This is an optimization exercise on Yosys and OpenROAD, whose aim is small area and a short achievable clock period, not a production implementation.
Only simulation tests tie the RTL to the original design; equivalence was not proved.
Power figures rest on the tool's default switching activity, not on a simulated workload.

==> flow/design.v <==
module chan_reload_streamer #(
  parameter int FIFO_AW = 6,
  parameter int DATA_W  = 32
) (
  input  logic              user_clk,
  input  logic              user_rstn,
  input  logic [DATA_W-1:0] cfg_reload_data,
  input  logic              cfg_reload_update,
  input  logic              cfg_reload_last,
  input  logic              cfg_chan_reset,
  output logic [DATA_W-1:0] m_axis_reload_tdata,
  output logic              m_axis_reload_tvalid,
  output logic              m_axis_reload_tlast,
  input  logic              m_axis_reload_tready,
  output logic [7:0]        m_axis_config_tdata,
  output logic              m_axis_config_tvalid,
  input  logic              m_axis_config_tready,
  output logic              status_reload_overflow,
  output logic              status_reload_busy,
  output logic [15:0]       status_frames_done
);
  localparam int DEPTH = 1 << FIFO_AW;
  localparam int W     = DATA_W + 1;
  logic [W-1:0]       r_mem [DEPTH];
  logic [W-1:0]       r_sd;           
  logic               r_sv;           
  logic [7:0]         r_whi;          
  logic [7:0]         r_wlo;          
  logic [FIFO_AW:0]   r_wc;           
  logic [FIFO_AW:0]   r_rc;           
  logic [FIFO_AW:0]   r_pin;          
  logic [FIFO_AW:0]   r_pout;         
  logic [DEPTH-1:0]   r_rsel;         
  logic [FIFO_AW:0]   r_nw;           
  logic [FIFO_AW:0]   r_nf;           
  logic [W-1:0]       r_rd0;          
  logic [W-1:0]       r_rd1;          
  logic [W-1:0]       w_rdr;
  logic               r_rdv;          
  logic [W-1:0]       r_sk;           
  logic               r_skv;
  logic               r_full;         
  logic               r_busy;         
  logic               r_pnz;          
  logic               r_pge2;         
  logic               r_upd_q;
  logic               r_ovf;
  logic [15:0]        r_fd;
  logic               r_tv;
  logic               r_tl;
  logic [DATA_W-1:0]  r_td;
  logic             w_push_req;
  logic             w_push;
  logic             w_hs;
  logic             w_hs_last;
  logic             w_hold;
  logic             w_adv;
  logic             w_take;
  logic             w_fetch;
  logic [W-1:0]     w_head;
  logic             w_pinc;
  logic [FIFO_AW:0] w_cnt;
  logic [FIFO_AW:0] w_pend;
  logic             w_cnt_eq1;
  logic             w_cnt_ge2;
  logic             w_cnt_eq63;
  logic             w_pend_ge3;
  logic [W-1:0]     w_rd0;
  logic [W-1:0]     w_rd1;
  assign w_push_req = cfg_reload_update & ~r_upd_q & ~cfg_chan_reset;
  assign w_push     = w_push_req & ~r_full;
  assign w_hs       = r_tv & m_axis_reload_tready;
  assign w_hs_last  = w_hs & r_tl;
  assign w_hold     = r_tv & ~m_axis_reload_tready;
  assign w_pinc     = r_sv & r_sd[DATA_W];
  assign w_adv      = (r_tv ? (~r_tl | r_pge2) : r_pnz) & (r_skv | r_rdv);
  assign w_take     = ~w_hold & w_adv;
  assign w_head     = r_skv ? r_sk : w_rdr;
  assign w_fetch    = (r_nw != r_nf) & ~(r_skv ? ~w_take : (r_rdv & ~w_take));
  assign w_cnt      = r_wc - r_rc;
  assign w_pend     = r_pin - r_pout;
  assign w_cnt_eq1  = (w_cnt == FIFO_AW'(1));
  assign w_cnt_ge2  = (w_cnt[FIFO_AW:1] != '0);
  assign w_cnt_eq63 = (w_cnt == (FIFO_AW + 1)'(DEPTH - 1));
  assign w_pend_ge3 = (w_pend > (FIFO_AW + 1)'(2));
  always_comb begin
    w_rd0 = '0;
    w_rd1 = '0;
    for (int i = 0; i < DEPTH / 2; i++) begin
      w_rd0 = w_rd0 | (r_mem[i] & {W{r_rsel[i]}});
      w_rd1 = w_rd1 | (r_mem[i + DEPTH / 2] & {W{r_rsel[i + DEPTH / 2]}});
    end
  end
  assign w_rdr = r_rd0 | r_rd1;
  always_ff @(posedge user_clk) begin
    r_sd  <= {cfg_reload_last, cfg_reload_data};
    r_wlo <= 8'(1) << r_wc[2:0];
    r_rd0 <= w_rd0;
    r_rd1 <= w_rd1;
    if (!r_skv) r_sk <= w_rdr;
    for (int i = 0; i < DEPTH; i++)
      if (r_whi[i / 8] && r_wlo[i % 8]) r_mem[i] <= r_sd;
  end
  always_ff @(posedge user_clk or negedge user_rstn) begin
    if (!user_rstn) begin
      r_sv    <= 1'b0;
      r_whi   <= '0;
      r_wc    <= '0;
      r_rc    <= '0;
      r_pin   <= '0;
      r_pout  <= '0;
      r_rsel  <= DEPTH'(1);
      r_nw    <= '0;
      r_nf    <= '0;
      r_rdv   <= 1'b0;
      r_skv   <= 1'b0;
      r_full  <= 1'b0;
      r_busy  <= 1'b0;
      r_pnz   <= 1'b0;
      r_pge2  <= 1'b0;
      r_upd_q <= 1'b0;
      r_ovf   <= 1'b0;
      r_fd    <= '0;
      r_tv    <= 1'b0;
      r_tl    <= 1'b0;
      r_td    <= '0;
    end else begin
      r_upd_q <= cfg_reload_update;
      r_sv    <= w_push;
      r_whi   <= w_push ? 8'(1) << r_wc[5:3] : 8'd0;
      if (w_hs_last) r_fd <= r_fd + 16'd1;
      if (cfg_chan_reset) begin
        r_wc   <= '0;
        r_rc   <= '0;
        r_pin  <= '0;
        r_pout <= '0;
        r_rsel <= DEPTH'(1);
        r_nw   <= '0;
        r_nf   <= '0;
        r_rdv  <= 1'b0;
        r_skv  <= 1'b0;
        r_full <= 1'b0;
        r_busy <= 1'b0;
        r_pnz  <= 1'b0;
        r_pge2 <= 1'b0;
        r_ovf  <= 1'b0;
        r_tv   <= 1'b0;
        r_tl   <= 1'b0;
        r_td   <= '0;
      end else begin
        if (w_push_req && r_full) r_ovf <= 1'b1;
        if (w_push) r_wc <= r_wc + 1'b1;
        if (w_hs) r_rc <= r_rc + 1'b1;
        if (w_pinc) r_pin <= r_pin + 1'b1;
        if (r_sv) r_nw <= r_nw + 1'b1;
        if (w_fetch) begin
          r_nf   <= r_nf + 1'b1;
          r_rsel <= {r_rsel[DEPTH-2:0], r_rsel[DEPTH-1]};
        end
        r_rdv <= w_fetch;
        r_skv <= r_skv ? ~w_take : (r_rdv & ~w_take);
        if (w_hs_last) r_pout <= r_pout + 1'b1;
        r_full <= ~w_hs & (r_full | (w_push & w_cnt_eq63));
        r_busy <= w_push | w_cnt_ge2 | (w_cnt_eq1 & ~w_hs);
        r_pnz  <= w_pinc | (w_hs_last ? r_pge2 : r_pnz);
        r_pge2 <= w_pinc ? (w_hs_last ? r_pge2 : r_pnz) : (w_hs_last ? w_pend_ge3 : r_pge2);
        if (!w_hold) begin
          r_tv <= w_adv;
          if (w_adv) begin
            {r_tl, r_td} <= w_head;
          end else begin
            {r_tl, r_td} <= '0;
          end
        end
      end
    end
  end
  assign m_axis_reload_tdata    = r_td;
  assign m_axis_reload_tvalid   = r_tv;
  assign m_axis_reload_tlast    = r_tl;
  assign m_axis_config_tdata    = 8'h00;
  assign m_axis_config_tvalid   = 1'b0;
  assign status_reload_overflow = r_ovf;
  assign status_reload_busy     = r_busy;
  assign status_frames_done     = r_fd;
  logic w_unused_cfg_tready;
  assign w_unused_cfg_tready = m_axis_config_tready;
endmodule
export LEC_CHECK = 0
export CAP_MARGIN = 20
export CORE_MARGIN = 2
export CORE_UTILIZATION = 45
export CTS_CLUSTER_DIAMETER = 60
export CTS_CLUSTER_SIZE = 30
export PLACE_DENSITY = 0.6
export SETUP_SLACK_MARGIN = 3.3
export SLEW_MARGIN = 20
create_clock -name core_clock -period 5.8 [get_ports {user_clk}]
standard.sh (not shown) runs the stock make flow with config.mk's settings and CLKGATE_MAP_FILE= SYNTH_SCRIPT=/design/flow/synth_recipe.tcl, a recipe that flattens the netlist after the stock synthesis.
==> flow/flow/run.sh <==
#!/bin/bash
# The standard layout, with the clock tree built without dummy balancing loads.
set -euo pipefail
export CTS_ARGS="-sink_clustering_enable -repair_clock_nets -sink_clustering_size 30 -sink_clustering_max_diameter 60 -dont_use_dummy_load"
bash standard.sh > standard_flow.log 2>&1
The first run finished with timing, DRC and antenna clean.
Testbench counts at the start, summed over its fixed seeds: drain cycles 8,517.
Next try:
Settings changed: SETUP_SLACK_MARGIN 3.3 to 3.2.
=> The new run completed with no timing, DRC or antenna violations; register-to-register slack got worse by 0.04 ns; core utilization went down by 0.14 points; power is about the same; hold slack improved by 0.011 ns; wire length stays flat; maximum frequency hardly moves.

## static timing again, ports no longer ideal
No port has a modelled driver above. Below, the same layouts with a new extraction and two added sets of constraints. Step 1 sets driving cells, clkbuf_16 on the clock port and buf_2 on the other inputs (assumed; they add their load-dependent delay and slew). Step 2 adds t to the input delays and takes it off the output delays; t is the mean of the earliest and latest rising clock arrival at the registers after step 1. Input paths then give back, and output paths get back, about the clock's delay inside the block. Three values: ideal, step 1, step 2; two values: the first two.
run	shift t [ns]	slack for setup (ns)	worst setup path after step 2	worst slew at a driven data input, ns
the first run	0.862	3.234 / 3.154 / 2.616	input to register	0.14
the second run	0.863	3.235 / 3.153 / 2.565	input to register	0.14
After both steps setup and hold are still met in every run listed. The setup slack of the second run, which loses most, moves by -0.082 ns with the drivers and by -0.670 ns with both steps.
